Context: an optimization exercise on an open-source flow, tuned for small area and a short achievable clock period. The choices shown serve that exercise and are no tape-out recipe. In this exercise RTL edits were held to simulation tests only and were not proved equivalent to the original. No activity file was given, so power comes from the tool's default toggle rates.

[flow/design.v]
package mac_pkg;
  localparam int DATA_W = 8;
  localparam int ACC_W  = 32;
  typedef logic signed [DATA_W-1:0] operand_t;
  typedef logic signed [ACC_W-1:0]  acc_t;
  typedef operand_t operand_arr_t [2][2];
  typedef acc_t     acc_arr_t     [2][2];
endpackage
module mac_pe
#(
  parameter int DATA_W = mac_pkg::DATA_W,
  parameter int ACC_W  = mac_pkg::ACC_W
) (
  input  logic                     clk,
  input  logic                     rst_n,
  input  logic                     en,
  input  logic                     clear,
  input  logic signed [DATA_W-1:0] a,
  input  logic signed [DATA_W-1:0] b,
  output logic signed [ACC_W-1:0]  acc
);
  logic [15:0] h_r;
  logic [7:0] s_r;
  logic        cl_r;
  logic [8:0] r0_r;
  logic [7:0] r1_r;
  wire g123 = r0_r[0] & r1_r[0];
  wire g124 = r0_r[1] & r1_r[1];
  wire g125 = r0_r[2] & r1_r[2];
  wire g126 = r0_r[3] & r1_r[3];
  wire g127 = r0_r[4] & r1_r[4];
  wire g128 = r0_r[5] & r1_r[5];
  wire g129 = r0_r[6] & r1_r[6];
  wire g130 = r0_r[7] & r1_r[7];
  wire p131 = r0_r[0] ^ r1_r[0];
  wire p132 = r0_r[1] ^ r1_r[1];
  wire p133 = r0_r[2] ^ r1_r[2];
  wire p134 = r0_r[3] ^ r1_r[3];
  wire p135 = r0_r[4] ^ r1_r[4];
  wire p136 = r0_r[5] ^ r1_r[5];
  wire p137 = r0_r[6] ^ r1_r[6];
  wire p138 = r0_r[7] ^ r1_r[7];
  wire G139 = g123 | (p131 & cl_r);
  wire P140 = p131 & 1'b0;
  wire G141 = g124 | (p132 & g123);
  wire P142 = p132 & p131;
  wire G143 = g125 | (p133 & g124);
  wire P144 = p133 & p132;
  wire G145 = g126 | (p134 & g125);
  wire P146 = p134 & p133;
  wire G147 = g127 | (p135 & g126);
  wire P148 = p135 & p134;
  wire G149 = g128 | (p136 & g127);
  wire P150 = p136 & p135;
  wire G151 = g129 | (p137 & g128);
  wire P152 = p137 & p136;
  wire G153 = g130 | (p138 & g129);
  wire P154 = p138 & p137;
  wire G155 = G141 | (P142 & cl_r);
  wire P156 = P142 & 1'b0;
  wire G157 = G143 | (P144 & G139);
  wire P158 = P144 & P140;
  wire G159 = G145 | (P146 & G141);
  wire P160 = P146 & P142;
  wire G161 = G147 | (P148 & G143);
  wire P162 = P148 & P144;
  wire G163 = G149 | (P150 & G145);
  wire P164 = P150 & P146;
  wire G165 = G151 | (P152 & G147);
  wire P166 = P152 & P148;
  wire G167 = G153 | (P154 & G149);
  wire P168 = P154 & P150;
  wire G169 = G159 | (P160 & cl_r);
  wire P170 = P160 & 1'b0;
  wire G171 = G161 | (P162 & G139);
  wire P172 = P162 & P140;
  wire G173 = G163 | (P164 & G155);
  wire P174 = P164 & P156;
  wire G175 = G165 | (P166 & G157);
  wire P176 = P166 & P158;
  wire G177 = G167 | (P168 & G159);
  wire P178 = P168 & P160;
  wire G179 = G177 | (P178 & cl_r);
  wire P180 = P178 & 1'b0;
  wire sum181 = p131 ^ cl_r;
  wire sum182 = p132 ^ G139;
  wire sum183 = p133 ^ G155;
  wire sum184 = p134 ^ G157;
  wire sum185 = p135 ^ G169;
  wire sum186 = p136 ^ G171;
  wire sum187 = p137 ^ G173;
  wire sum188 = p138 ^ G175;
  wire [15:0] lo_v = {sum188, sum187, sum186, sum185, sum184, sum183, sum182, sum181, s_r[7], s_r[6], s_r[5], s_r[4], s_r[3], s_r[2], s_r[1], s_r[0]};
  wire [15:0] hi_c0, hi_c1, hi_v;
  mac_hipre u_hipre (.h(h_r), .q(r0_r[8]), .hi0(hi_c0), .hi1(hi_c1));
  mac_hisel u_hisel (.hi0(hi_c0), .hi1(hi_c1), .c(G179), .hi(hi_v));
  wire [31:0] acc_v = {hi_v, lo_v};
  wire [7:0] ag = a & {8{en}};
  wire [63:0] pp;
  mac_pp u_pp (.a(ag), .b(b), .pp(pp));
  wire s1 = pp[5] ^ pp[12];
  wire c2 = pp[5] & pp[12];
  wire s3, c3;
  mac_fa u_fa3 (.x(pp[6]), .y(pp[13]), .z(pp[20]), .s(s3), .c(c3));
  wire s4 = pp[27] ^ pp[34];
  wire c5 = pp[27] & pp[34];
  wire s6, c6;
  mac_fa u_fa6 (.x(pp[7]), .y(pp[14]), .z(pp[21]), .s(s6), .c(c6));
  wire s7, c7;
  mac_fa u_fa7 (.x(pp[28]), .y(pp[35]), .z(pp[42]), .s(s7), .c(c7));
  wire s8 = pp[49] ^ pp[56];
  wire c9 = pp[49] & pp[56];
  wire s10 = ~(pp[15] ^ pp[22]);
  wire c11 = pp[15] | pp[22];
  wire s12, c12;
  mac_fa u_fa12 (.x(pp[29]), .y(pp[36]), .z(pp[43]), .s(s12), .c(c12));
  wire s13, c13;
  mac_fa u_fa13 (.x(pp[50]), .y(pp[57]), .z(lo_v[8]), .s(s13), .c(c13));
  wire s14, c14;
  mac_fa u_fa14 (.x(pp[23]), .y(pp[30]), .z(pp[37]), .s(s14), .c(c14));
  wire s15, c15;
  mac_fa u_fa15 (.x(pp[44]), .y(pp[51]), .z(pp[58]), .s(s15), .c(c15));
  wire s16, c16;
  mac_fa u_fa16 (.x(pp[31]), .y(pp[38]), .z(pp[45]), .s(s16), .c(c16));
  wire s17 = pp[3] ^ pp[10];
  wire c18 = pp[3] & pp[10];
  wire s19, c19;
  mac_fa u_fa19 (.x(pp[4]), .y(pp[11]), .z(pp[18]), .s(s19), .c(c19));
  wire s20 = pp[25] ^ pp[32];
  wire c21 = pp[25] & pp[32];
  wire s22, c22;
  mac_fa u_fa22 (.x(pp[19]), .y(pp[26]), .z(pp[33]), .s(s22), .c(c22));
  wire s23, c23;
  mac_fa u_fa23 (.x(pp[40]), .y(s1), .z(lo_v[5]), .s(s23), .c(c23));
  wire s24, c24;
  mac_fa u_fa24 (.x(pp[41]), .y(pp[48]), .z(c2), .s(s24), .c(c24));
  wire s25, c25;
  mac_fa u_fa25 (.x(s4), .y(s3), .z(lo_v[6]), .s(s25), .c(c25));
  wire s26, c26;
  mac_fa u_fa26 (.x(c5), .y(s8), .z(c3), .s(s26), .c(c26));
  wire s27, c27;
  mac_fa u_fa27 (.x(s6), .y(s7), .z(lo_v[7]), .s(s27), .c(c27));
  wire s28, c28;
  mac_fa u_fa28 (.x(c9), .y(c6), .z(c7), .s(s28), .c(c28));
  wire s29, c29;
  mac_fa u_fa29 (.x(s10), .y(s12), .z(s13), .s(s29), .c(c29));
  wire s30, c30;
  mac_fa u_fa30 (.x(c11), .y(c12), .z(s14), .s(s30), .c(c30));
  wire s31, c31;
  mac_fa u_fa31 (.x(s15), .y(lo_v[9]), .z(c13), .s(s31), .c(c31));
  wire s32, c32;
  mac_fa u_fa32 (.x(pp[52]), .y(pp[59]), .z(c14), .s(s32), .c(c32));
  wire s33, c33;
  mac_fa u_fa33 (.x(c15), .y(s16), .z(lo_v[10]), .s(s33), .c(c33));
  wire s34, c34;
  mac_fa u_fa34 (.x(pp[39]), .y(pp[46]), .z(pp[53]), .s(s34), .c(c34));
  wire s35, c35;
  mac_fa u_fa35 (.x(pp[60]), .y(c16), .z(lo_v[11]), .s(s35), .c(c35));
  wire s36, c36;
  mac_fa u_fa36 (.x(pp[47]), .y(pp[54]), .z(pp[61]), .s(s36), .c(c36));
  wire s37 = pp[2] ^ pp[9];
  wire c38 = pp[2] & pp[9];
  wire s39, c39;
  mac_fa u_fa39 (.x(pp[17]), .y(pp[24]), .z(s17), .s(s39), .c(c39));
  wire s40, c40;
  mac_fa u_fa40 (.x(c18), .y(s20), .z(s19), .s(s40), .c(c40));
  wire s41, c41;
  mac_fa u_fa41 (.x(c21), .y(c19), .z(s22), .s(s41), .c(c41));
  wire s42, c42;
  mac_fa u_fa42 (.x(c22), .y(s24), .z(c23), .s(s42), .c(c42));
  wire s43, c43;
  mac_fa u_fa43 (.x(c24), .y(s26), .z(c25), .s(s43), .c(c43));
  wire s44, c44;
  mac_fa u_fa44 (.x(c26), .y(s28), .z(c27), .s(s44), .c(c44));
  wire s45, c45;
  mac_fa u_fa45 (.x(c28), .y(s30), .z(s31), .s(s45), .c(c45));
  wire s46, c46;
  mac_fa u_fa46 (.x(s32), .y(c30), .z(s33), .s(s46), .c(c46));
  wire s47, c47;
  mac_fa u_fa47 (.x(s34), .y(c32), .z(c33), .s(s47), .c(c47));
  wire s48, c48;
  mac_fa u_fa48 (.x(c34), .y(s36), .z(lo_v[12]), .s(s48), .c(c48));
  wire s49, c49;
  mac_fa u_fa49 (.x(pp[55]), .y(pp[62]), .z(c36), .s(s49), .c(c49));
  wire s50 = pp[1] ^ pp[8];
  wire c51 = pp[1] & pp[8];
  wire s52, c52;
  mac_fa u_fa52 (.x(pp[16]), .y(s37), .z(lo_v[2]), .s(s52), .c(c52));
  wire s53, c53;
  mac_fa u_fa53 (.x(c38), .y(lo_v[3]), .z(s39), .s(s53), .c(c53));
  wire s54, c54;
  mac_fa u_fa54 (.x(c39), .y(lo_v[4]), .z(s40), .s(s54), .c(c54));
  wire s55, c55;
  mac_fa u_fa55 (.x(c40), .y(s41), .z(s23), .s(s55), .c(c55));
  wire s56, c56;
  mac_fa u_fa56 (.x(c41), .y(s25), .z(s42), .s(s56), .c(c56));
  wire s57, c57;
  mac_fa u_fa57 (.x(s27), .y(c42), .z(s43), .s(s57), .c(c57));
  wire s58, c58;
  mac_fa u_fa58 (.x(c43), .y(s44), .z(s29), .s(s58), .c(c58));
  wire s59, c59;
  mac_fa u_fa59 (.x(c44), .y(c29), .z(s45), .s(s59), .c(c59));
  wire s60, c60;
  mac_fa u_fa60 (.x(c31), .y(s46), .z(c45), .s(s60), .c(c60));
  wire s61, c61;
  mac_fa u_fa61 (.x(s35), .y(s47), .z(c46), .s(s61), .c(c61));
  wire s62, c62;
  mac_fa u_fa62 (.x(c35), .y(s48), .z(c47), .s(s62), .c(c62));
  wire s63, c63;
  mac_fa u_fa63 (.x(lo_v[13]), .y(s49), .z(c48), .s(s63), .c(c63));
  wire s64, c64;
  mac_fa u_fa64 (.x(pp[63]), .y(lo_v[14]), .z(c49), .s(s64), .c(c64));
  wire s65 = ~lo_v[15];
  wire g66 = pp[0] & lo_v[0];
  wire g67 = lo_v[1] & s50;
  wire g68 = s52 & c51;
  wire g69 = s53 & c52;
  wire g70 = s54 & c53;
  wire g71 = s55 & c54;
  wire g72 = s56 & c55;
  wire g73 = s57 & c56;
  wire p74 = pp[0] ^ lo_v[0];
  wire p75 = lo_v[1] ^ s50;
  wire p76 = s52 ^ c51;
  wire p77 = s53 ^ c52;
  wire p78 = s54 ^ c53;
  wire p79 = s55 ^ c54;
  wire p80 = s56 ^ c55;
  wire p81 = s57 ^ c56;
  wire G82 = g67 | (p75 & g66);
  wire P83 = p75 & p74;
  wire G84 = g68 | (p76 & g67);
  wire P85 = p76 & p75;
  wire G86 = g69 | (p77 & g68);
  wire P87 = p77 & p76;
  wire G88 = g70 | (p78 & g69);
  wire P89 = p78 & p77;
  wire G90 = g71 | (p79 & g70);
  wire P91 = p79 & p78;
  wire G92 = g72 | (p80 & g71);
  wire P93 = p80 & p79;
  wire G94 = g73 | (p81 & g72);
  wire P95 = p81 & p80;
  wire G96 = G84 | (P85 & g66);
  wire P97 = P85 & p74;
  wire G98 = G86 | (P87 & G82);
  wire P99 = P87 & P83;
  wire G100 = G88 | (P89 & G84);
  wire P101 = P89 & P85;
  wire G102 = G90 | (P91 & G86);
  wire P103 = P91 & P87;
  wire G104 = G92 | (P93 & G88);
  wire P105 = P93 & P89;
  wire G106 = G94 | (P95 & G90);
  wire P107 = P95 & P91;
  wire G108 = G100 | (P101 & g66);
  wire P109 = P101 & p74;
  wire G110 = G102 | (P103 & G82);
  wire P111 = P103 & P83;
  wire G112 = G104 | (P105 & G96);
  wire P113 = P105 & P97;
  wire G114 = G106 | (P107 & G98);
  wire P115 = P107 & P99;
  wire sum116 = p75 ^ g66;
  wire sum117 = p76 ^ G82;
  wire sum118 = p77 ^ G96;
  wire sum119 = p78 ^ G98;
  wire sum120 = p79 ^ G108;
  wire sum121 = p80 ^ G110;
  wire sum122 = p81 ^ G112;
  wire [7:0] s_n = {sum122, sum121, sum120, sum119, sum118, sum117, sum116, p74};
  wire cl_n = G114;
  wire [8:0] r0_n = {lo_v[15], s65, s64, s63, s62, s61, s60, s59, s58};
  wire [7:0] r1_n = {c64, c63, c62, c61, c60, c59, c58, c57};
  always_ff @(posedge clk) begin
    if (!rst_n || clear) begin
      h_r  <= '0;
      s_r  <= '0;
      cl_r <= 1'b0;
      r0_r <= 9'b100000000;
      r1_r <= '0;
    end else begin
      h_r  <= hi_v;
      s_r  <= s_n;
      cl_r <= cl_n;
      r0_r <= r0_n;
      r1_r <= r1_n;
    end
  end
  assign acc = acc_v;
endmodule
module mac_fa (
  input  logic x,
  input  logic y,
  input  logic z,
  output logic s,
  output logic c
);
  assign {c, s} = x + y + z;
endmodule
module mac_hipre (
  input  logic [15:0] h,
  input  logic        q,
  output logic [15:0] hi0,
  output logic [15:0] hi1
);
  wire [15:0] h_m1 = h - 16'd1;
  wire [15:0] h_p1 = h + 16'd1;
  assign hi0 = q ? h : h_m1;
  assign hi1 = q ? h_p1 : h;
endmodule
module mac_hisel (
  input  logic [15:0] hi0,
  input  logic [15:0] hi1,
  input  logic        c,
  output logic [15:0] hi
);
  assign hi = c ? hi1 : hi0;
endmodule
module mac_pp (
  input  logic [7:0]  a,
  input  logic [7:0]  b,
  output logic [63:0] pp
);
  for (genvar i = 0; i < 8; i++) begin : g_i
    for (genvar j = 0; j < 8; j++) begin : g_j
      if ((i == 7) != (j == 7)) begin : g_inv
        assign pp[8*i+j] = ~(a[i] & b[j]);
      end else begin : g_pos
        assign pp[8*i+j] = a[i] & b[j];
      end
    end
  end
endmodule
module mac_array_2x2
#(
  parameter int DATA_W = mac_pkg::DATA_W,
  parameter int ACC_W  = mac_pkg::ACC_W
) (
  input  logic                  clk,
  input  logic                  rst_n,
  input  logic                  en,
  input  logic                  clear,
  input  logic [4*DATA_W-1:0]   a,
  input  logic [4*DATA_W-1:0]   b,
  output logic [4*ACC_W-1:0]    acc
);
  for (genvar gi = 0; gi < 2; gi++) begin : g_row
    for (genvar gj = 0; gj < 2; gj++) begin : g_col
      mac_pe #(
        .DATA_W (DATA_W),
        .ACC_W  (ACC_W)
      ) u_pe (
        .clk   (clk),
        .rst_n (rst_n),
        .en    (en),
        .clear (clear),
        .a     (a[(2*gi+gj)*DATA_W +: DATA_W]),
        .b     (b[(2*gi+gj)*DATA_W +: DATA_W]),
        .acc   (acc[(2*gi+gj)*ACC_W +: ACC_W])
      );
    end
  end
endmodule
[flow/flow/run.sh]
#!/bin/bash
# Layout: the standard flow (standard.sh), with the port buffers that
# global placement inserts made plain buf_1 cells (the resizer sizes them up
# where timing needs it) instead of the delay buffers the resizer picks by
# default.  make's full output goes to standard.log; each ORFS step also keeps
# its own log under orfs/logs/.
set -euo pipefail
export BUFFER_PORTS_ARGS="-buffer_cell sky130_fd_sc_hd__buf_1"
bash standard.sh > standard.log 2>&1
[flow/standard.sh]
#!/bin/bash
# synth_recipe.tcl (not shown) runs the flow's synth.tcl, then flattens the netlist and writes it again
# the make line also repeats each setting of config.mk as NAME=value (left out here)
make -C /OpenROAD-flow-scripts/flow DESIGN_CONFIG=/design/flow/config.mk WORK_HOME=/design/flow/orfs CLKGATE_MAP_FILE= SYNTH_SCRIPT=/design/flow/synth_recipe.tcl "${@:-finish}"
[flow/config.mk]
export PLATFORM = sky130hd
export DESIGN_NAME = mac_array_2x2
export DESIGN_NICKNAME = mac_array_2x2
export VERILOG_FILES = /design/flow/design.v
export SDC_FILE = /design/flow/constraint.sdc
export NUM_CORES = 4
export LEC_CHECK = 0
export CAP_MARGIN = 20
export CORE_MARGIN = 2
export CORE_UTILIZATION = 40
export SETUP_SLACK_MARGIN = 2.5
export SLEW_MARGIN = 20
export SYNTH_HIERARCHICAL = 1
export SYNTH_MINIMUM_KEEP_SIZE = 0
[flow/constraint.sdc]
create_clock -name core_clock -period 6.5 [get_ports {clk}]
set_input_delay 1.3000 -clock core_clock [delete_from_list [all_inputs] [get_ports {clk}]]
set_output_delay 1.3000 -clock core_clock [all_outputs]
set_load 0.01 [all_outputs]
==> results of run 1 <==
## critical path, delay by kind of cell
family,cells,cell delay [ns]
adder cells (fa/ha/maj),4,1.75
AO/OA/AOI/OAI,4,0.79
buffers and inverters,2,0.27
AND/OR/NAND/NOR,2,0.34
## through the flow
stage / setup slack (ns) / cell area (sq um) / utilization / hold WS (ns) / std cells
after global routing: 2.34 / 19200 / 0.467 / 0.604 / 2379
final: 2.40 / 19200 / 0.467 / 0.586 / 2379
after global placement: 1.76 / 17900 / 0.437 / 0.564 / 2320
after floorplan: 2.40 / 17000 / - / 0.620 / 1668
after detailed placement: 1.73 / 17900 / 0.437 / 0.574 / 2320
after CTS: 2.38 / 18800 / 0.459 / 0.590 / 2362
## Yosys stat by module, one instance, submodules excluded, excerpt
module / copies in the design / flip-flops and latches / area (sq um) / cells inside
mac_hipre: 4 / 0 / 613 / 89
mac_fa: 192 / 0 / 20.0 / 1
mac_pp: 4 / 0 / 370 / 65
mac_hisel: 4 / 0 / 249 / 18
## cell families after synthesis
| family | after synthesis |
|---|---|
| buffers and inverters | 128 |
| XOR/XNOR | 148 |
| adder cells (fa/ha/maj) | 304 |
| multiplexers | 72 |
| AND/OR/NAND/NOR | 724 |
| flip-flops | 168 |
| AO/OA/AOI/OAI | 124 |
## repair_timing
item	4_1_cts	5_1_grt
gates resized for setup	51	45
pin swaps	11	16
cloned	3	2
endpoints found under the setup margin	78	69
setup buffers	7	11
## cell type report
cell class	count	share of cell area
Timing Repair Buffer	221	0.0551
Tap cell	532	0.0347
Sequential cell	168	0.177
Clock inverter	10	0.00856
Clock buffer	22	0.0253
Antenna cell	4	0.000523
Multi-Input combinational cell	1374	0.690
Inverter	48	0.00941
## per-layer routing
layer / wire [microns] / vias to the layer above
met4: 966 / 0
met3: 1620 / 47
met5: 0 / -
li1: - / 5813
met1: 18600 / 5870
met2: 19200 / 191
## path summary, 6_finish.rpt
kind	from	end	slack (ns)	cells after the start
min	g_row[0].g_col[1].u_pe.s_r[0]	g_row[0].g_col[1].u_pe.s_r[0]	0.59	2
max reg2reg	g_row[0].g_col[0].u_pe.cl_r	g_row[0].g_col[0].u_pe.r0_r[1]	3.40	6
min reg2reg	g_row[0].g_col[1].u_pe.s_r[0]	g_row[0].g_col[1].u_pe.s_r[0]	0.59	2
max	en	g_row[1].g_col[0].u_pe.cl_r	2.40	12
## Yosys cell counts (all sizes together), types with 24 or more instances
library cell / n
nand2: 108
xnor2: 80
clkbuf: 28
dfxtp: 168
buf: 52
inv: 48
ha: 104
mux2: 64
xor2: 68
nand4: 24
and2: 360
nor2: 84
fa: 200
## power by group
part	internal, mW	leakage, nW	switching [mW]
Clock	0.684	0.317	0.462
Combinational	1.18	6.73	1.37
Sequential	1.19	1.38	0.124
## state kept, by name (all words and copies together), names as in the netlist
signal / count
g_row.g_col.u_pe.s_r: 32
g_row.g_col.u_pe.r1_r: 32
g_row.g_col.u_pe.h_r: 64
g_row.g_col.u_pe.r0_r: 36
g_row.g_col.u_pe.cl_r: 4
## cells in the final DEF (no fill, tap or decap), types with 20 or more instances in the layout
cell     count
mux2_4      40
xnor2_1     76
o21a_1      20
buf_4       20
buf_1      191
xor2_1      68
and2_4      37
nand2_1    107
ha_1        84
nor3_1      20
dfxtp_1    158
and2_1     311
nor2_1      84
fa_1       188
nand4_1     24
inv_1       48
mux2_2      24
==> key figures, run 1 <==
Critical path
  – CP max stage delay: 0.56 ns
  – CP startpoint kind: primary input
  – Crit path DAT: about 4.5 ns
  – Slowest CP cell: fa_1
  – CP Class: in -> reg
  – CP Data Required Time: 6.86 ns
  – Crit Path Max Fanout: 8
  – Crit path capture type: register
  – Crit path cell chain: buf_12, buf_12, and2_4, and2_4, fa_1, fa_1, fa_1, ha_4, o21a_1, o31a_1, o31a_1, o31a_1

Synth
  – Syn Area/Cell: 10.0 sq um
  – Top_reg_cell synth: dfxtp_1
  – Synth Area in Compound Gates: 0.0545
  – Post-synthesis adder-cell area fraction: 0.317
  – Number of synthesized register bits: 168
  – Top cells by area, synth: fa_1 24%, dfxtp_1 20%, and2_1 13%
  – Yosys top cell area share: 0.240
  – Cells after synthesis: 1668
  – XOR/XNOR Fraction of Synth Area: 0.0794
  – Leading area contributor after synthesis: fa_1
  – Synthesized cell area: 16700 sq um
  – Mapped Nets: 2040
  – Synth warn: 7
  – Number of unique standard cell types used by synthesis: 50
  – Mux cell area share after synthesis: 0.0569
  – Largest family of logic cells by synthesized area: adder cells
  – Seq/Total Area, Yosys: 0.201
  – Post-synth ARST share: 0
  – Number of synthesized flops with an enable pin: 0
  – Synthesized-area fraction occupied by and/or/nand/nor cells: 0.246

Global route
  – Total grt overflow: 0
  – GRT Total Usage: 0.190
  – Met1 Usage GRT: 0.245
  – Largest net degree at the start of global routing: 36
  – First-pass GRT wire length: about 65000 microns
  – Met3 usage: 0.0444
  – Met2 Track Usage GR: 0.310
  – Initial antenna violation count: 6
  – Most Crowded Layer GR: met2
  – Vias in the first global route: 12400

Timing
  – Worst Clk Skew: ~0.017 ns
  – Max-slew violation count: 0
  – Final period util: 0.631
  – Setup violators final: 0
  – Sum Neg Setup Slack: 0 ns
  – Slew headroom: 0.592
  – Unrepaired setup endpoints after global routing: true
  – Slew @ Worst Pin: 0.612 ns
  – Final Hold Vio Count: 0
  – Crit path time final: slightly above 4 ns
  – Fmax: 244 MHz

Drt
  – Drt total wl: 40500 microns
  – Iter 0 DRT Violations: 477
  – Final antenna-violating net count: 0
  – Drt pass-1 iters: 5
  – Wire length per cell: 17.0 microns
  – DRC Markers: 0
  – Via-per-instance ratio: 5.01
  – DR vias: 11900

Floorplanning
  – # IOs: roughly 200
  – Initial Util: 0.407
  – Total Die Area: around 43000 sq um
  – Die Wd: 208 microns
  – Core Region: 41000 sq um
  – Die outline height: between 200 and 250 microns
  – # rows: 74

Final layout
  – Footprint of the multi-input gates: 13200 sq um
  – Area Overhead vs Synth: 14.6%
  – Register area: 3390 sq um
  – Fin nets: 2202
  – Share of cells above drive strength 1: 0.162
  – Filler cell count: ~3900

Run
  – Max Cap Violations: 0

Clock tree
  – Clock transition at path regs: 0.07 ns
  – CTS root buf: clkbuf_16
  – CTS H-tree lvls: 4
  – Worst-Skew Late Latency: ~0.48 ns
  – CTS buffer count: 17
  – Clock tree sinks: 168
  – CTS Hold Bufs: 0
  – Clk buf depth: 2
  – CTS tree: built

Run status
  – Outcome: timing/DRC/antenna clean

Pwr
  – Total Power: 5.01 mW
  – Pwr dens: around 260 nW/um^2
  – Maximum vdd drop: 0.242 mV
  – Lkg Pwr: 8.42 nW

Place
  – Dpl hpwl: 30700 microns
  – RePlAce Congestion: 0.853
  – PortBufs: a little under 200

Hold path
  – Worst hold path class: reg -> reg
==> run 2: changes to the inputs <==
--- a/flow/config.mk
+++ b/flow/config.mk
@@ -8,7 +8,7 @@
 export CAP_MARGIN = 20
 export CORE_MARGIN = 2
 export CORE_UTILIZATION = 40
-export SETUP_SLACK_MARGIN = 2.5
+export SETUP_SLACK_MARGIN = 2.3
 export SLEW_MARGIN = 20
 export SYNTH_HIERARCHICAL = 1
 export SYNTH_MINIMUM_KEEP_SIZE = 0
==> run 2 against run 1 <==
Against the previous run:
- still clean on timing, DRC and antenna
- area after synthesis unchanged
- sequential share of layout area up 0.51 points
- register-to-register slack about the same
- clock power down 6%
- sequential power about the same
- non-clock buffer count down 18
- cell count down 0.88%
- worst setup slack worse by 0.041 ns
- via count down 1.0%
- critical endpoint is now g_row[0].g_col[0].u_pe.s_r[7]
- largest cell class unchanged
==> key figures, run 2 <==
Drt
  – Drt pass-1 iters: 4 (-1)
  – Iter 0 DRT Violations: 471 (-1.3%)
  – Wire length per cell: 16.6 microns (-2.6%)
  – Via-per-instance ratio: 5.00 (-0.15%)
  – Drt total wl: 39100 microns (-3.5%)
  – DR vias: 11800 (-1.0%)
  – DRC Markers: 0 (unchanged)
  – Final antenna-violating net count: 0 (unchanged)

Critical path
  – Worst reg2reg setup slack: 3.41 ns (about the same)
  – Critical R2R Launch: g_row[0].g_col[0].u_pe.r0_r[0]
  – Cell mode on critical path: fa_1
  – CP max stage delay: 0.57 ns (about the same)
  – Slowest CP cell: fa_1
  – R2r worst-path depth: 8 (+2)
  – Crit path cell chain: buf_8, and2_1, and2_1, fa_1, fa_1, fa_1, ha_1, a21oi_1, nor2b_1, a311oi_1, mux2i_1
  – Crit path DAT: 4.56 ns (+0.10 ns)
  – Crit Path Max Fanout: 18 (+10)
  – CP startpoint kind: primary input
  – CP Class: in -> reg
  – CP Buf/Inv Count: 1 (-1)
  – Crit path capture type: register
  – CP Data Required Time: 6.92 ns (+0.06 ns)
  – R2r endpoint: g_row[0].g_col[0].u_pe.r0_r[2]
  – Delay-heaviest family, CP: adder cells

Clock tree
  – Clk buf depth: 2 (unchanged)
  – Worst-Skew Late Latency: 0.49 ns (about the same)
  – CTS root buf: clkbuf_16
  – CTS Hold Bufs: 0 (unchanged)
  – CTS H-tree lvls: 4 (unchanged)
  – CTS tree: built
  – Clock tree sinks: 168 (unchanged)
  – CTS buffer count: 17 (unchanged)
  – Clock transition at path regs: 0.07 ns (about the same)

Synth
  – Seq/Total Area, Yosys: 0.201 (unchanged)
  – Top cells by area, synth: fa_1 24%, dfxtp_1 20%, and2_1 13%
  – Synthesized cell area: 16700 sq um (unchanged)
  – Syn Area/Cell: 10.0 sq um (unchanged)
  – Cells after synthesis: 1668 (unchanged)
  – Number of synthesized flops with an enable pin: 0 (unchanged)
  – Synth warn: 7 (unchanged)
  – Number of unique standard cell types used by synthesis: 50 (unchanged)
  – Top_reg_cell synth: dfxtp_1
  – Post-synth ARST share: 0 (unchanged)
  – Number of synthesized register bits: 168 (unchanged)
  – Leading area contributor after synthesis: fa_1
  – Mapped Nets: 2040 (unchanged)
  – Post-synth top cells: 360 x and2_1, 200 x fa_1, 168 x dfxtp_1
  – Yosys top cell area share: 0.240 (unchanged)
  – Count leader, synth: and2_1

Run
  – Max Cap Violations: 0 (unchanged)

Timing
  – Unrepaired setup endpoints after global routing: true
  – Final period util: 0.637 (+0.00629)
  – Slew @ Worst Pin: 0.660 ns (+0.0471 ns)
  – Sum Neg Setup Slack: 0 ns (unchanged)
  – Worst Clk Skew: 0.0115 ns (-0.00589 ns)
  – Max-slew violation count: 0 (unchanged)
  – Final Hold Vio Count: 0 (unchanged)
  – Slew headroom: 0.556 (-0.0355)
  – Crit path time final: 4.14 ns (+0.0409 ns)
  – Fmax: 241 MHz (-0.99%)
  – Setup violators final: 0 (unchanged)

Global route
  – Total grt overflow: 0 (unchanged)
  – GRT Total Usage: 0.189 (-0.00166)
  – First-pass GRT wire length: 64800 microns (-1.0%)
  – Largest net degree at the start of global routing: 36 (unchanged)
  – Vias in the first global route: 12400 (-0.19%)
  – Initial antenna violation count: 4 (-2)

Place
  – RePlAce Congestion: 0.848 (-0.49%)
  – Dpl cells: 2320 (unchanged)
  – Dpl hpwl: 31000 microns (+1.0%)
  – PortBufs: 195 (unchanged)

Final layout
  – Finished Layout Cells: 2358 (-0.88%)
  – Share of cells above drive strength 1: 0.113 (-0.0491)
  – Max reg flops: 64 (unchanged)
  – Area Overhead vs Synth: 10.8%
  – Filler cell count: 3975 (+2.0%)
  – Most frequent cells in the layout: 341 x and2_1, 193 x buf_1, 192 x fa_1
  – Most common library cell in the layout ignoring fill and taps: and2_1
  – Fin nets: 2182 (-0.91%)
  – Largest regs: g_row.g_col.u_pe.h_r (64), g_row.g_col.u_pe.r0_r (36)
  – Top reg by flops: g_row.g_col.u_pe.h_r

Hold path
  – Hold endpoint: g_row[1].g_col[0].u_pe.s_r[0]
  – Hold_sp: g_row[1].g_col[0].u_pe.s_r[0]
  – Hold Path Depth: 2 (unchanged)
  – Worst hold path class: reg -> reg

Pwr
  – Reg power frac: 0.272 (+0.010)
  – Maximum vdd drop: 0.154 mV (-37%)
  – Sw Ratio: 0.394 (+0.00372)
  – Lkg Pwr: 8.17 nW (-3.0%)
  – Logic gate share of total power: 0.504 (-0.005)
  – Clk network pwr share: 0.225 (-0.004)
  – Internal Power: 2.93 mW (-4.3%)
  – Switching power: 1.90 mW (-2.8%)
  – Pwr dens: 261 nW/um^2 (-0.32%)

Floorplanning
  – Core Region: 41000 sq um (unchanged)
  – Initial Util: 0.407 (unchanged)
  – Die outline height: 208 microns (unchanged)
  – Die Wd: 208 microns (unchanged)
  – # rows: 74 (unchanged)
  – # IOs: 196 (unchanged)
  – Total Die Area: 43400 sq um (unchanged)

Run status
  – Outcome: timing/DRC/antenna clean
[run 2: cell types whose count changed in the layout (fill, tap and decap cells not counted), moves of 5 or more]
| cell | change |
|---|---|
| ha_1 | +10 |
| and2_1 | +30 |
| buf_4 | -14 |
| nand3_1 | +5 |
| nand3_2 | -5 |
| o21ai_0 | +5 |
| dfxtp_1 | +7 |
| and2_4 | -28 |
| ha_4 | -9 |
[run 2: cells by family (layout without fill, tap and decap cells)]
kind of cell | after synthesis | count (layout) | share of synthesized area
compound gates | 124 | 124 | 0.0545
xor+xnor | 148 | 148 | 0.0794
fa+ha+maj | 304 | 304 | 0.317
buf+inv | 128 | 281 | 0.0440
flops | 168 | 168 | 0.201
mux | 72 | 72 | 0.0569
other cells | 0 | 5 | 0
simple gates | 724 | 724 | 0.246
[run 2: final cells by class]
type / count / area [sq um] / share of cell area
diodes: 5 / 12.5 / 0.000676
clock buffers: 20 / 457 / 0.0247
clock inverters: 10 / 145 / 0.00784
inverters: 48 / 180 / 0.00973
multi-input cells: 1372 / 12800 / 0.694
flip-flops and latches: 168 / 3370 / 0.182
well taps: 532 / 666 / 0.0360
repair buffers: 203 / 835 / 0.0451
[run 2: power by group through the flow]
| stage | logic (mW) | clock network, mW | registers, mW |
|---|---|---|---|
| after floorplan | 1.96 | 0 | 1.30 |
| after global placement | 2.38 | 0 | 1.33 |
| after detailed placement | 2.43 | 0 | 1.34 |
| after CTS | 2.46 | 1.13 | 1.31 |
| after global routing | 2.81 | 1.16 | 1.33 |
| final | 2.43 | 1.08 | 1.31 |
[run 2: modules after synthesis, one instance, submodules excluded, a selection]
| module | flip-flops and latches | cells inside | area (sq um) | times used |
|---|---|---|---|---|
| mac_fa | 0 | 1 | 20.0 | 192 |
| mac_pp | 0 | 65 | 370 | 4 |
| mac_hipre | 0 | 89 | 613 | 4 |
| mac_hisel | 0 | 18 | 249 | 4 |
[run 2: through the flow]
| step | hold slack, ns | worst slack [ns] | cell area [sq um] | util | power, mW |
|---|---|---|---|---|---|
| final | 0.584 | 2.36 | 18500 | 0.451 | 4.83 |
| after global routing | 0.614 | 2.18 | 18500 | 0.451 | 5.31 |
| after CTS | 0.592 | 2.30 | 18400 | 0.448 | 4.91 |
| after detailed placement | 0.573 | 1.03 | 17700 | 0.432 | 3.77 |
| after global placement | 0.560 | 1.16 | 17700 | 0.432 | 3.71 |
| after floorplan | 0.620 | 2.30 | 16800 | - | 3.26 |
[run 2: how the worst max path moves through the flow]
stage                     startpoint                             to  cells after the start
final                             en  g_row[0].g_col[0].u_pe.s_r[7]                     11
after global routing              en  g_row[0].g_col[0].u_pe.s_r[7]                     11
after CTS                         en  g_row[1].g_col[1].u_pe.s_r[7]                     13
after detailed placement          en  g_row[1].g_col[1].u_pe.s_r[7]                     12
after global placement            en  g_row[1].g_col[0].u_pe.s_r[7]                     12
after floorplan                 a[1]  g_row[0].g_col[0].u_pe.s_r[7]                     10
[run 2: repair_timing]
item	4_1_cts	5_1_grt
cloned	0	1
endpoints found under the setup margin	73	60
setup buffers	1	1
gates resized for setup	21	33
pin swaps	2	11
[run 2: tightest hold or removal path, cell delays in order, from the launching register on]
cell     delay, ns
dfxtp_1       0.33
ha_1          0.12
and2_1        0.10
[run 2: routing by layer]
layer / wire length (microns) / track usage
met5: 0 / 0
met4: 686 / 0.0710
met3: 1150 / 0.0291
met2: 18700 / 0.308
met1: 18500 / 0.252
==> run 3: changes to the inputs <==
--- a/flow/config.mk
+++ b/flow/config.mk
@@ -8,6 +8,7 @@
 export CAP_MARGIN = 20
 export CORE_MARGIN = 2
 export CORE_UTILIZATION = 40
+export CTS_BUF_LIST = sky130_fd_sc_hd__clkbuf_4 sky130_fd_sc_hd__clkbuf_8
 export SETUP_SLACK_MARGIN = 2.3
 export SLEW_MARGIN = 20
 export SYNTH_HIERARCHICAL = 1
==> run 3 against run 2 <==
Against the previous run:
- combinational power about the same
- maximum frequency down 0.40%
- area after synthesis unchanged
- power down 5.4%
- worst setup slack worse by 0.017 ns
- register-to-register slack about the same
- highest routed layer unchanged
==> key figures, run 3 <==
Synth
  – Count leader, synth: and2_1
  – Yosys top cell area share: 0.240 (unchanged)
  – Largest family of logic cells by synthesized area: adder cells
  – Synth warn: 7 (unchanged)
  – Number of synthesized register bits: 168 (unchanged)
  – Number of unique standard cell types used by synthesis: 50 (unchanged)
  – XOR/XNOR Fraction of Synth Area: 0.0794 (unchanged)
  – Seq/Total Area, Yosys: 0.201 (unchanged)
  – Post-synthesis adder-cell area fraction: 0.317 (unchanged)
  – Syn Area/Cell: 10.0 sq um (unchanged)
  – Top_reg_cell synth: dfxtp_1
  – Post-synth ARST share: 0 (unchanged)
  – Synthesized cell area: 16700 sq um (unchanged)
  – Synthesized-area fraction occupied by and/or/nand/nor cells: 0.246 (unchanged)
  – Cells after synthesis: 1668 (unchanged)
  – Mapped Nets: 2040 (unchanged)
  – Mux cell area share after synthesis: 0.0569 (unchanged)
  – Leading area contributor after synthesis: fa_1
  – Top cells by area, synth: fa_1 24%, dfxtp_1 20%, and2_1 13%
  – Number of synthesized flops with an enable pin: 0 (unchanged)
  – Synth Area in Compound Gates: 0.0545 (unchanged)
  – Post-synth top cells: 360 x and2_1, 200 x fa_1, 168 x dfxtp_1

Critical path
  – R2r worst-path depth: 8 (unchanged)
  – Crit Path Max Fanout: 6 (-12)
  – CP max stage delay: 0.51 ns (-0.06 ns)
  – CP Class: reg -> out
  – Cell mode on critical path: or4_4
  – Crit path cell chain: or3_4, or4_4, or4_4, xnor2_2, mux2_4, buf_2
  – Slowest CP cell: or4_4
  – Crit path DAT: 2.86 ns (-1.70 ns)
  – Crit path capture type: output pin
  – CP Data Required Time: 5.20 ns (-1.72 ns)
  – CP startpoint kind: register

Place
  – Place WS: 1.03 ns (unchanged)
  – PortBufs: 195 (unchanged)
  – Area post-placement: 17700 sq um (unchanged)
  – Dpl hpwl: 31000 microns (unchanged)
  – RePlAce Congestion: 0.848 (unchanged)

Global route
  – GRT Total Usage: 0.188 (-0.000300)
  – Total grt overflow: 0 (unchanged)
  – First-pass GRT wire length: 64700 microns (-0.14%)
  – Initial antenna violation count: 4 (unchanged)
  – Largest net degree at the start of global routing: 36 (unchanged)
  – Vias in the first global route: 12400 (+0.089%)

Clock tree
  – CTS tree: built
  – CTS Hold Bufs: 0 (unchanged)
  – CTS buffer count: 17 (unchanged)
  – Worst-Skew Late Latency: 0.55 ns (+0.06 ns)
  – Clock transition at path regs: 0.10 ns (+0.03 ns)
  – Clock tree sinks: 168 (unchanged)
  – Clk buf depth: 2 (unchanged)
  – CTS root buf: clkbuf_8
  – CTS H-tree lvls: 4 (unchanged)

Final layout
  – Most frequent cells in the layout: 345 x and2_1, 193 x buf_1, 192 x fa_1
  – Most common library cell in the layout ignoring fill and taps: and2_1
  – Top reg by flops: g_row.g_col.u_pe.h_r
  – Area Overhead vs Synth: 9.69%
  – Largest regs: g_row.g_col.u_pe.h_r (64), g_row.g_col.u_pe.r0_r (36)
  – Fin nets: 2185 (+0.14%)
  – Max reg flops: 64 (unchanged)
  – Finished Cell Area: 18300 sq um (-0.98%)
  – Share of cells above drive strength 1: 0.117 (+0.00365)

Timing
  – Setup violators final: 0 (unchanged)
  – Slew @ Worst Pin: 0.647 ns (-0.0121 ns)
  – Fmax: 241 MHz (-0.40%)
  – Final period util: 0.640 (+0.00255)
  – Crit path time final: 4.16 ns (+0.0166 ns)
  – Sum Neg Setup Slack: 0 ns (unchanged)
  – Max-slew violation count: 0 (unchanged)
  – Slew headroom: 0.564 (+0.00816)
  – Worst Clk Skew: 0.0184 ns (+0.00692 ns)
  – Final setup margin: 2.34 ns (-0.0166 ns)
  – Unrepaired setup endpoints after global routing: true
  – Final Hold Vio Count: 0 (unchanged)

Drt
  – Drt total wl: 38900 microns (-0.27%)
  – Iter 0 DRT Violations: 517 (+9.8%)
  – DR vias: 11900 (+0.62%)
  – Via-per-instance ratio: 5.03 (+0.53%)
  – DRC Markers: 0 (unchanged)
  – Final antenna-violating net count: 0 (unchanged)
  – Wire length per cell: 16.5 microns (-0.35%)
  – Drt pass-1 iters: 5 (+1)

Pwr
  – Pwr dens: 249 nW/um^2 (-4.4%)
  – Lkg Pwr: 8.10 nW (-0.88%)
  – Clk network pwr share: 0.183 (-0.042)
  – Internal Power: 2.70 mW (-7.8%)
  – Maximum vdd drop: 0.148 mV (-3.8%)
  – Sw Ratio: 0.410 (+0.0156)
  – Reg power frac: 0.286 (+0.014)
  – Logic gate share of total power: 0.530 (+0.026)
  – Switching power: 1.87 mW (-1.6%)

Hold path
  – Worst hold path class: reg -> reg
  – Hold Path Depth: 2 (unchanged)

Floorplanning
  – Initial Util: 0.407 (unchanged)
  – Core Region: 41000 sq um (unchanged)
  – Die Wd: 208 microns (unchanged)
  – Total Die Area: 43400 sq um (unchanged)
  – Die outline height: 208 microns (unchanged)
  – # IOs: 196 (unchanged)
  – # rows: 74 (unchanged)

Run status
  – Outcome: timing/DRC/antenna clean

Run
  – Max Cap Violations: 0 (unchanged)
## run 3: cell counts after synthesis
Identical to the previous run, type by type.
## run 3: routing by layer
layer  vias to the layer above  wire length (microns)  global-route usage
li1                       5754                      -                   -
met1                      5909                  18500               0.252
met2                       177                  18700               0.309
met3                        31                   1100              0.0302
met4                         0                    628              0.0670
met5                         -                      0                   0
## run 3: what timing repair did
item | 4_1_cts | 5_1_grt
resized for setup | 28 | 28
pin swaps | 0 | 2
setup endpoints to repair | 95 | 60
endpoints found under the hold margin | 0 | 0
buffers inserted | 3 | 3
## run 3: worst max-delay path, delay by kind of cell, from the launching register on
kind,cells,cell delay [ns]
xor+xnor,1,0.14
flops,1,0.37
simple gates,3,1.36
mux,1,0.29
buf+inv,1,0.15
## run 3: modules after synthesis (local to each module, per instance), a selection
module | cells inside | area (sq um) | copies in the design | flip-flops and latches
mac_pp | 65 | 370 | 4 | 0
mac_fa | 1 | 20.0 | 192 | 0
mac_hisel | 18 | 249 | 4 | 0
mac_hipre | 89 | 613 | 4 | 0
## run 3: final timing paths
path	from	endpoint	slack [ns]
hold reg to reg	g_row[1].g_col[0].u_pe.s_r[0]	g_row[1].g_col[0].u_pe.s_r[0]	0.59
setup / recovery	g_row[0].g_col[1].u_pe.h_r[8]	acc[62]	2.34
setup reg to reg	g_row[1].g_col[0].u_pe.r0_r[0]	g_row[1].g_col[0].u_pe.r0_r[2]	3.42
hold / removal	g_row[1].g_col[0].u_pe.s_r[0]	g_row[1].g_col[0].u_pe.s_r[0]	0.59
## run 3: power by group through the flow
stage | sequential, mW | clock, mW | combinational [mW]
floorplan | 1.30 | 0 | 1.96
global placement | 1.33 | 0 | 2.38
detailed placement | 1.34 | 0 | 2.43
CTS | 1.31 | 0.882 | 2.46
global route | 1.33 | 0.915 | 2.80
finish | 1.31 | 0.838 | 2.42
## run 3: layout make-up
class                   count  area [sq um]
diodes                      4          10.0
clock buffers              20           269
clock inverters            10           145
fillers                  3996         22700
inverters                  48           180
multi-input cells        1372         12800
flip-flops and latches    168          3390
well taps                 532           666
repair buffers            206           827
## run 3: cell families after synthesis
group / count (synthesis)
AOI/OAI and AO/OA: 124
xor gates and xnor gates: 148
adders and majority gates: 304
buffers and inverters: 128
DFF: 168
muxes: 72
and+or+nand+nor: 724
## run 3: through the flow
step	power [mW]	std cells	utilization	hold WS [ns]
after CTS	4.66	2353	0.445	0.599
after global placement	3.71	2320	0.432	0.560
after detailed placement	3.77	2320	0.432	0.573
final	4.57	2360	0.447	0.589
after global routing	5.05	2360	0.447	0.619
after floorplan	3.26	1668	-	0.620
==> run 4: changes to the inputs <==
--- a/flow/design.v
+++ b/flow/design.v
@@ -92,8 +92,8 @@
   wire sum188 = p138 ^ G175;
   wire [15:0] lo_v = {sum188, sum187, sum186, sum185, sum184, sum183, sum182, sum181, s_r[7], s_r[6], s_r[5], s_r[4], s_r[3], s_r[2], s_r[1], s_r[0]};
   wire [15:0] hi_c0, hi_c1, hi_v;
-  mac_hipre u_hipre (.h(h_r), .q(r0_r[8]), .hi0(hi_c0), .hi1(hi_c1));
-  mac_hisel u_hisel (.hi0(hi_c0), .hi1(hi_c1), .c(G179), .hi(hi_v));
+  mac_hipre u_hipre (.h(h_r), .q(r0_r[8]), .hi0_n(hi_c0), .hi1_n(hi_c1));
+  mac_hisel u_hisel (.hi0_n(hi_c0), .hi1_n(hi_c1), .c(G179), .hi(hi_v));
   wire [31:0] acc_v = {hi_v, lo_v};
   wire [7:0] ag = a & {8{en}};
   wire [63:0] pp;
@@ -301,21 +301,21 @@
 module mac_hipre (
   input  logic [15:0] h,
   input  logic        q,
-  output logic [15:0] hi0,
-  output logic [15:0] hi1
+  output logic [15:0] hi0_n,
+  output logic [15:0] hi1_n
 );
   wire [15:0] h_m1 = h - 16'd1;
   wire [15:0] h_p1 = h + 16'd1;
-  assign hi0 = q ? h : h_m1;
-  assign hi1 = q ? h_p1 : h;
+  assign hi0_n = ~(q ? h : h_m1);
+  assign hi1_n = ~(q ? h_p1 : h);
 endmodule
 module mac_hisel (
-  input  logic [15:0] hi0,
-  input  logic [15:0] hi1,
+  input  logic [15:0] hi0_n,
+  input  logic [15:0] hi1_n,
   input  logic        c,
   output logic [15:0] hi
 );
-  assign hi = c ? hi1 : hi0;
+  assign hi = ~(c ? hi1_n : hi0_n);
 endmodule
 module mac_pp (
   input  logic [7:0]  a,
--- a/flow/config.mk
+++ b/flow/config.mk
@@ -9,7 +9,7 @@
 export CORE_MARGIN = 2
 export CORE_UTILIZATION = 40
 export CTS_BUF_LIST = sky130_fd_sc_hd__clkbuf_4 sky130_fd_sc_hd__clkbuf_8
-export SETUP_SLACK_MARGIN = 2.3
+export SETUP_SLACK_MARGIN = 2.4
 export SLEW_MARGIN = 20
 export SYNTH_HIERARCHICAL = 1
 export SYNTH_MINIMUM_KEEP_SIZE = 0
==> run 4 against run 3 <==
Against the previous run:
- cell count is 0.25% lower
- register-to-register slack better by 0.04 ns
- global-route usage decreased by 0.16 points
- die area decreased by 1.1%
- sequential cell count unchanged
- wire length is 1.9% lower
- critical path depth grew 5
- sequential share of layout area fell by 0.21 points
- largest power group unchanged
==> key figures, run 4 <==
Clock tree
  – Clock transition at path regs: 0.10 ns (about the same)
  – CTS H-tree lvls: 4 (unchanged)
  – Worst-Skew Late Latency: 0.56 ns (about the same)
  – CTS buffer count: 17 (unchanged)
  – CTS Hold Bufs: 0 (unchanged)
  – CTS root buf: clkbuf_8
  – Clk buf depth: 2 (unchanged)
  – Clock tree sinks: 168 (unchanged)
  – CTS tree: built

Global route
  – Met3 usage: 0.0368 (+0.00657)
  – Vias in the first global route: 12400 (+0.17%)
  – Total grt overflow: 0 (unchanged)
  – Largest net degree at the start of global routing: 36 (unchanged)
  – Initial antenna violation count: 1 (-3)
  – First-pass GRT wire length: 64300 microns (-0.72%)
  – Met1 Usage GRT: 0.249 (-0.00318)
  – GRT Total Usage: 0.187 (-0.00157)
  – Met2 Track Usage GR: 0.303 (-0.00517)
  – Most Crowded Layer GR: met2

Place
  – PortBufs: 195 (unchanged)
  – Place WS: 1.41 ns (+0.383 ns)
  – RePlAce Congestion: 0.854 (+0.64%)
  – Area post-placement: 17700 sq um (-0.36%)
  – Dpl cells: 2317 (-0.13%)
  – Dpl hpwl: 30400 microns (-2.1%)

Critical path
  – CP startpoint kind: primary input
  – CP Class: in -> reg
  – Worst reg2reg setup slack: 3.46 ns (+0.04 ns)
  – CP Data Required Time: 7.00 ns (+1.80 ns)
  – R2r endpoint: g_row[0].g_col[0].u_pe.r0_r[1]
  – Worst path depth: 11 (+5)
  – Crit path cell chain: clkbuf_8, and2_2, and2_1, fa_1, fa_1, fa_1, ha_4, a21oi_1, nor2b_1, a311oi_1, mux2i_1
  – Slowest CP cell: fa_1
  – Crit Path Max Fanout: 32 (+26)
  – CP Buf/Inv Count: 1 (unchanged)
  – Crit path DAT: 4.54 ns (+1.68 ns)
  – CP max stage delay: 0.59 ns (+0.08 ns)
  – R2r worst-path depth: 6 (-2)
  – Crit path capture type: register
  – Cell mode on critical path: fa_1
  – Delay-heaviest family, CP: adder cells
  – Critical R2R Launch: g_row[0].g_col[0].u_pe.cl_r

Timing
  – Hold slack final: 0.588 ns (-0.00148 ns)
  – Final period util: 0.622 (-0.0175)
  – Slew @ Worst Pin: 0.691 ns (+0.0436 ns)
  – Setup violators final: 0 (unchanged)
  – Unrepaired setup endpoints after global routing: true
  – Max-slew violation count: 0 (unchanged)
  – Final Hold Vio Count: 0 (unchanged)
  – Final setup margin: 2.46 ns (+0.114 ns)
  – Fmax: 247 MHz (+2.8%)
  – Crit path time final: 4.04 ns (-0.114 ns)
  – Worst Clk Skew: 0.0172 ns (-0.00120 ns)
  – Slew headroom: 0.539 (-0.0251)
  – Sum Neg Setup Slack: 0 ns (unchanged)

Final layout
  – Largest regs: g_row.g_col.u_pe.h_r (64), g_row.g_col.u_pe.r0_r (36)
  – Most common library cell in the layout ignoring fill and taps: and2_1
  – Fin nets: 2183 (-0.092%)
  – Most frequent cells in the layout: 324 x and2_1, 188 x fa_1, 186 x buf_1
  – Finished Cell Area: 18500 sq um (+0.75%)
  – Share of cells above drive strength 1: 0.0982 (-0.0185)
  – Area Overhead vs Synth: 11.7%
  – Max reg flops: 64 (unchanged)
  – Ant. Diodes: 0 (-4)
  – Top reg by flops: g_row.g_col.u_pe.h_r
  – Finished Layout Cells: 2354 (-0.25%)

Synth
  – Post-synth ARST share: 0 (unchanged)
  – Number of synthesized register bits: 168 (unchanged)
  – Number of synthesized flops with an enable pin: 0 (unchanged)
  – Mapped Nets: 2052 (+0.59%)
  – Cells after synthesis: 1680 (+0.72%)
  – Top_reg_cell synth: dfxtp_1
  – Leading area contributor after synthesis: fa_1
  – Top cells by area, synth: fa_1 24%, dfxtp_1 20%, and2_1 14%
  – Number of unique standard cell types used by synthesis: 44 (-12%)
  – Seq/Total Area, Yosys: 0.203 (+0.00219)
  – Yosys top cell area share: 0.242 (+0.00261)
  – Syn Area/Cell: 9.84 sq um (-1.8%)
  – Post-synth top cells: 360 x and2_1, 200 x fa_1, 168 x dfxtp_1
  – Synthesized cell area: 16500 sq um (-1.1%)
  – Count leader, synth: and2_1
  – Synth warn: 7 (unchanged)

Floorplanning
  – Initial Util: 0.405 (-0.00256)
  – Die Wd: 207 microns (-0.53%)
  – Total Die Area: 43000 sq um (-1.1%)
  – Die outline height: 207 microns (-0.53%)
  – Core Region: 40800 sq um (-0.45%)
  – # IOs: 196 (unchanged)
  – # rows: 74 (unchanged)

Hold path
  – Worst hold path class: reg -> reg
  – Hold_sp: g_row[1].g_col[1].u_pe.s_r[0]
  – Hold Path Depth: 2 (unchanged)
  – Hold endpoint: g_row[1].g_col[1].u_pe.s_r[0]

Drt
  – DR vias: 11900 (+0.034%)
  – Via-per-instance ratio: 5.04 (+0.29%)
  – DRC Markers: 0 (unchanged)
  – Iter 0 DRT Violations: 513 (-0.77%)
  – Drt pass-1 iters: 4 (-1)
  – Final antenna-violating net count: 0 (unchanged)
  – Drt total wl: 38200 microns (-1.9%)
  – Wire length per cell: 16.2 microns (-1.7%)

Pwr
  – Lkg Pwr: 7.48 nW (-7.7%)
  – Pwr dens: 249 nW/um^2 (about the same)
  – Maximum vdd drop: 0.197 mV (+33%)
  – Sw Ratio: 0.407 (-0.00267)
  – Switching power: 1.87 mW (+0.17%)
  – Logic gate share of total power: 0.522 (-0.008)
  – Reg power frac: 0.285 (about the same)
  – Internal Power: 2.73 mW (+1.3%)
  – Clk network pwr share: 0.193 (+0.010)

Run status
  – Outcome: timing/DRC/antenna clean

Run
  – Max Cap Violations: 0 (unchanged)
-- run 4: cell types whose count changed in the layout (fill, tap and decap cells not counted), sizes merged, moves of 8 or more --
cell / before / now
clkbuf: 20 / 28
nor3: 20 / 32
mux2: 64 / 4
and3: 16 / 4
and4: 8 / 0
nand2b: 16 / 8
mux2i: 8 / 72
nand3: 20 / 36
nor4: 8 / 16
or3: 20 / 8
xnor2: 80 / 72
-- run 4: power groups by stage --
stage / logic [mW] / registers (mW) / clock network [mW]
after floorplan: 1.95 / 1.30 / 0
after global placement: 2.34 / 1.33 / 0
after detailed placement: 2.41 / 1.33 / 0
after CTS: 2.44 / 1.31 / 0.934
after global routing: 2.83 / 1.34 / 0.962
final: 2.40 / 1.31 / 0.890
-- run 4: per-module statistics from Yosys, one instance, submodules excluded, excerpt --
module | cell area [sq um] | cells
mac_hipre | 626 | 92
mac_hisel | 191 | 18
mac_fa | 20.0 | 1
mac_pp | 370 | 65
-- run 4: how the worst max path moves through the flow --
stage	start	endpoint	slack, ns
detailed placement	en	g_row[0].g_col[0].u_pe.s_r[7]	1.41
CTS	g_row[0].g_col[1].u_pe.r0_r[3]	acc[48]	2.41
floorplan	a[1]	g_row[0].g_col[0].u_pe.s_r[7]	2.39
global placement	en	g_row[0].g_col[0].u_pe.s_r[7]	1.50
global route	g_row[0].g_col[0].u_pe.h_r[0]	acc[24]	2.34
finish	en	g_row[0].g_col[0].u_pe.s_r[7]	2.46
-- run 4: cells by family after synthesis --
group           Yosys count  synth area share
compound gates          124            0.0560
xor+xnor                144            0.0763
fa+ha+maj               304             0.321
buf+inv                 140            0.0478
flops                   168             0.203
mux                      76            0.0463
simple gates            724             0.249
-- run 4: routing by layer --
metal | routed length, microns | up-vias
li1 | - | 5773
met1 | 17900 | 5855
met2 | 18100 | 203
met3 | 1330 | 42
met4 | 850 | 2
met5 | 13 | -
-- run 4: worst min-delay path, delay by kind of cell, from the launching register on --
kind                       cells  cell delay [ns]
and+or+nand+nor                1             0.10
adders and majority gates      1             0.12
DFF                            1             0.33
-- run 4: area by class of cell --
type / instances / area, sq um
Fill cell: 3984 / 22400
Multi-Input combinational cell: 1372 / 12900
Sequential cell: 168 / 3380
Timing Repair Buffer: 204 / 872
Tap cell: 532 / 666
Clock buffer: 23 / 304
Inverter: 48 / 180
Clock inverter: 7 / 141
-- run 4: timing repair --
item                       CTS  global route
gates resized for setup     27            45
buffers inserted             4             3
pin swaps                    2             1
setup endpoints to repair   85            63
-- run 4: per-stage QoR --
step / power [mW] / utilization
after CTS: 4.69 / 0.448
final: 4.61 / 0.452
after floorplan: 3.25 / -
after global routing: 5.13 / 0.452
after detailed placement: 3.74 / 0.432
after global placement: 3.67 / 0.432
==> run 5: changes to the inputs <==
--- a/flow/config.mk
+++ b/flow/config.mk
@@ -7,9 +7,9 @@
 export LEC_CHECK = 0
 export CAP_MARGIN = 20
 export CORE_MARGIN = 2
-export CORE_UTILIZATION = 40
+export CORE_UTILIZATION = 55
 export CTS_BUF_LIST = sky130_fd_sc_hd__clkbuf_4 sky130_fd_sc_hd__clkbuf_8
-export SETUP_SLACK_MARGIN = 2.4
+export SETUP_SLACK_MARGIN = 2.3
 export SLEW_MARGIN = 20
 export SYNTH_HIERARCHICAL = 1
 export SYNTH_MINIMUM_KEEP_SIZE = 0
==> run 5 against run 4 <==
Against the previous run:
- still clean on timing, DRC and antenna
- maximum frequency is 2.5% lower
- critical path depth is 1 higher
- combinational power is 2% lower
- die area is 27% lower
- core utilization is 15 points higher
- first-iteration DRC count is 14% lower
- sequential power hardly changed
- critical path type unchanged
==> key figures, run 5 <==
Critical path
  – CP Data Required Time: 6.91 ns (-0.09 ns)
  – Crit Path Max Fanout: 17 (-47%)
  – CP Class: in -> reg
  – CP max stage delay: 0.56 ns (-0.03 ns)
  – CP startpoint kind: primary input
  – Crit path DAT: 4.56 ns (+0.02 ns)
  – Slowest CP cell: fa_1
  – Crit path capture type: register
  – Cell mode on critical path: fa_1
  – Crit path cell chain: buf_6, and2_2, and2_1, fa_1, fa_1, fa_1, ha_4, nand3_1, o211ai_1, buf_4, a311oi_1, mux2i_1

Synth
  – Post-synth top cells: 360 x and2_1, 200 x fa_1, 168 x dfxtp_1
  – Number of synthesized flops with an enable pin: 0 (unchanged)
  – Yosys top cell area share: 0.242 (unchanged)
  – Syn Area/Cell: 9.84 sq um (unchanged)
  – Leading area contributor after synthesis: fa_1
  – Top cells by area, synth: fa_1 24%, dfxtp_1 20%, and2_1 14%
  – Number of unique standard cell types used by synthesis: 44 (unchanged)
  – Count leader, synth: and2_1
  – Largest family of logic cells by synthesized area: adder cells
  – Synth warn: 7 (unchanged)
  – Synthesized cell area: 16500 sq um (unchanged)
  – Synth Area in Compound Gates: 0.0560 (unchanged)
  – Seq/Total Area, Yosys: 0.203 (unchanged)
  – Post-synthesis adder-cell area fraction: 0.321 (unchanged)
  – Synthesized-area fraction occupied by and/or/nand/nor cells: 0.249 (unchanged)
  – Cells after synthesis: 1680 (unchanged)
  – Mapped Nets: 2052 (unchanged)
  – Number of synthesized register bits: 168 (unchanged)
  – Top_reg_cell synth: dfxtp_1
  – Post-synth ARST share: 0 (unchanged)
  – Mux cell area share after synthesis: 0.0463 (unchanged)
  – XOR/XNOR Fraction of Synth Area: 0.0763 (unchanged)

Pwr
  – Switching power: 1.81 mW (-3.2%)
  – Pwr dens: 251 nW/um^2 (+0.55%)
  – Lkg Pwr: 7.33 nW (-1.9%)
  – Sw Ratio: 0.404 (-0.00271)
  – Maximum vdd drop: 0.183 mV (-7.3%)
  – Internal Power: 2.67 mW (-2.1%)
  – Reg power frac: 0.291 (+0.006)
  – Logic gate share of total power: 0.524 (+0.002)
  – Clk network pwr share: 0.185 (-0.008)

Global route
  – First-pass GRT wire length: 59500 microns (-7.4%)
  – GRT Total Usage: 0.237 (+0.0507)
  – Initial antenna violation count: 1 (unchanged)
  – Largest net degree at the start of global routing: 36 (unchanged)
  – Total grt overflow: 0 (unchanged)
  – Vias in the first global route: 11900 (-4.4%)

Run status
  – Outcome: timing/DRC/antenna clean

Drt
  – DRC Markers: 0 (unchanged)
  – Drt pass-1 iters: 5 (+1)
  – DR vias: 11700 (-1.6%)
  – Via-per-instance ratio: 5.29 (+4.8%)
  – Iter 0 DRT Violations: 440 (-14%)
  – Drt total wl: 35300 microns (-7.6%)
  – Wire length per cell: 16.0 microns (-1.6%)
  – Final antenna-violating net count: 0 (unchanged)

Floorplanning
  – Total Die Area: 31500 sq um (-27%)
  – # IOs: 196 (unchanged)
  – Core Region: 29600 sq um (-27%)
  – Die outline height: 177 microns (-14%)
  – Die Wd: 177 microns (-14%)
  – Initial Util: 0.558 (+0.153)
  – # rows: 63 (-15%)

Clock tree
  – CTS H-tree lvls: 4 (unchanged)
  – CTS buffer count: 17 (unchanged)
  – CTS tree: built
  – CTS root buf: clkbuf_8
  – Clk buf depth: 2 (unchanged)
  – Clock tree sinks: 168 (unchanged)
  – Clock transition at path regs: 0.09 ns (about the same)
  – CTS Hold Bufs: 0 (unchanged)
  – Worst-Skew Late Latency: 0.48 ns (-0.08 ns)

Place
  – Dpl hpwl: 28500 microns (-6.3%)
  – PortBufs: 195 (unchanged)
  – Area post-placement: 17300 sq um (-2.0%)
  – RePlAce Congestion: 0.879 (+3.0%)

Hold path
  – Worst hold path class: reg -> reg

Final layout
  – Area Overhead vs Synth: 8.23%
  – Largest regs: g_row.g_col.u_pe.h_r (64), g_row.g_col.u_pe.r0_r (36)
  – Fin nets: 2179 (-0.18%)
  – Share of cells above drive strength 1: 0.0616 (-0.0367)
  – Ant. Diodes: 0 (unchanged)
  – Top reg by flops: g_row.g_col.u_pe.h_r
  – Finished Cell Area: 17900 sq um (-3.1%)
  – Footprint of the multi-input gates: 12600 sq um (-2.3%)
  – Max reg flops: 64 (unchanged)
  – Filler cell count: 2722 (-32%)
  – Most frequent cells in the layout: 345 x and2_1, 194 x buf_1, 193 x fa_1
  – Register area: 3360 sq um (-0.44%)
  – Most common library cell in the layout ignoring fill and taps: and2_1

Timing
  – Slew headroom: 0.560 (+0.0204)
  – Sum Neg Setup Slack: 0 ns (unchanged)
  – Final period util: 0.638 (+0.0162)
  – Unrepaired setup endpoints after global routing: true
  – Setup violators final: 0 (unchanged)
  – Hold slack final: 0.593 ns (+0.00557 ns)
  – Slew @ Worst Pin: 0.654 ns (-0.0366 ns)
  – Fmax: 241 MHz (-2.5%)
  – Final Hold Vio Count: 0 (unchanged)
  – Worst Clk Skew: 0.00784 ns (-0.00938 ns)
  – Max-slew violation count: 0 (unchanged)
  – Crit path time final: 4.15 ns (+0.106 ns)

Run
  – Max Cap Violations: 0 (unchanged)
[run 5: cell counts after synthesis]
No cell type changed its count.
[run 5: worst max-delay path: cells and delay by family]
family | cells | cell delay (ns)
buffers and inverters | 2 | 0.31
AO/OA/AOI/OAI | 2 | 0.42
multiplexers | 1 | 0.21
adder cells (fa/ha/maj) | 4 | 1.80
AND/OR/NAND/NOR | 3 | 0.52
[run 5: final cells by class]
cell class | instances | share of cell area
tap | 390 | 0.0273
timing repair buffer | 200 | 0.0441
clock inverter | 9 | 0.00790
multi-input combinational | 1372 | 0.706
inverter | 48 | 0.0101
clock buffer | 22 | 0.0166
sequential | 168 | 0.188
[run 5: stage by stage]
stage / cells / util / power, mW / setup WS (ns)
after floorplan: 1680 / - / 3.22 / 2.30
after global placement: 2177 / 0.584 / 3.61 / 1.24
after detailed placement: 2177 / 0.584 / 3.67 / 1.11
after CTS: 2208 / 0.600 / 4.54 / 2.31
after global routing: 2209 / 0.604 / 4.97 / 2.21
final: 2209 / 0.604 / 4.49 / 2.35
[run 5: path summary, 6_finish.rpt]
kind	start	slack [ns]	end	cells past startpoint
setup / recovery	en	2.35	g_row[0].g_col[0].u_pe.s_r[7]	12
hold / removal	g_row[1].g_col[0].u_pe.s_r[0]	0.59	g_row[1].g_col[0].u_pe.s_r[0]	2
setup reg to reg	g_row[0].g_col[0].u_pe.r0_r[0]	3.41	g_row[0].g_col[0].u_pe.r0_r[2]	8
hold reg to reg	g_row[1].g_col[0].u_pe.s_r[0]	0.59	g_row[1].g_col[0].u_pe.s_r[0]	2
[run 5: per-layer routing]
layer	vias to the layer above	track usage	wire, microns
met1	5649	0.322	16500
met3	28	0.0533	1890
met4	2	0.0543	482
li1	5773	-	-
met2	229	0.388	16400
met5	-	0	13
[run 5: Yosys stat by module (local to each module, per instance), excerpt]
module / copies in the design / cell area, sq um / cells inside / flops+latches
mac_hipre: 4 / 626 / 92 / 0
mac_fa: 192 / 20.0 / 1 / 0
mac_hisel: 4 / 191 / 18 / 0
mac_pp: 4 / 370 / 65 / 0
[run 5: cells by family after synthesis]
| group | count (synthesis) |
|---|---|
| fa+ha+maj | 304 |
| buf+inv | 140 |
| simple gates | 724 |
| mux | 76 |
| compound gates | 124 |
| flops | 168 |
| xor+xnor | 144 |
[run 5: timing repair]
| action | 4_1_cts | 5_1_grt |
|---|---|---|
| endpoints found under the hold margin | 0 | 0 |
| buffers inserted | 0 | 1 |
| resized for setup | 21 | 18 |
| gates cloned | 0 | 0 |
| endpoints found under the setup margin | 46 | 67 |
| pin swaps | 3 | 6 |
[run 5: power groups by stage]
stage / clock [mW] / sequential, mW / combinational, mW
finish: 0.828 / 1.31 / 2.35
global route: 0.900 / 1.33 / 2.74
CTS: 0.865 / 1.31 / 2.36
detailed placement: 0 / 1.33 / 2.34
global placement: 0 / 1.33 / 2.28
floorplan: 0 / 1.30 / 1.92

-- re-timing with driven ports --
How much do the figures lean on ideal ports? The routed layouts below were timed once more, with nothing changed but the port constraints. Step 1: set_driving_cell puts a clkbuf_16 on clk and a buf_2 on each other input, an assumption about the parent block. Step 2 also shifts input and output timing later by t, the mid clock arrival at the registers, as if the neighbouring blocks saw the same clock. Slacks: ideal ports / drivers / drivers and shift; pairs: ideal ports / drivers.
run	shift t [ns]	slack for setup (ns)	worst hold slack (ns)	worst slew at a driven data input, ns
run 1	0.530	2.400 / 2.386 / 1.875	0.586 / 0.586 / 0.586	0.10
run 2	0.532	2.359 / 2.331 / 1.840	0.584 / 0.584 / 0.584	0.10
run 3	0.597	2.342 / 2.291 / 1.784	0.589 / 0.589 / 0.589	0.10
run 4	0.598	2.456 / 2.477 / 1.879	0.588 / 0.588 / 0.588	0.09
run 5	0.526	2.350 / 2.365 / 1.839	0.593 / 0.593 / 0.593	0.07
After both steps every run listed still meets setup and hold. For run 4, which loses most, drivers alone change the setup slack by +0.021 ns; drivers and shift together by -0.577 ns.
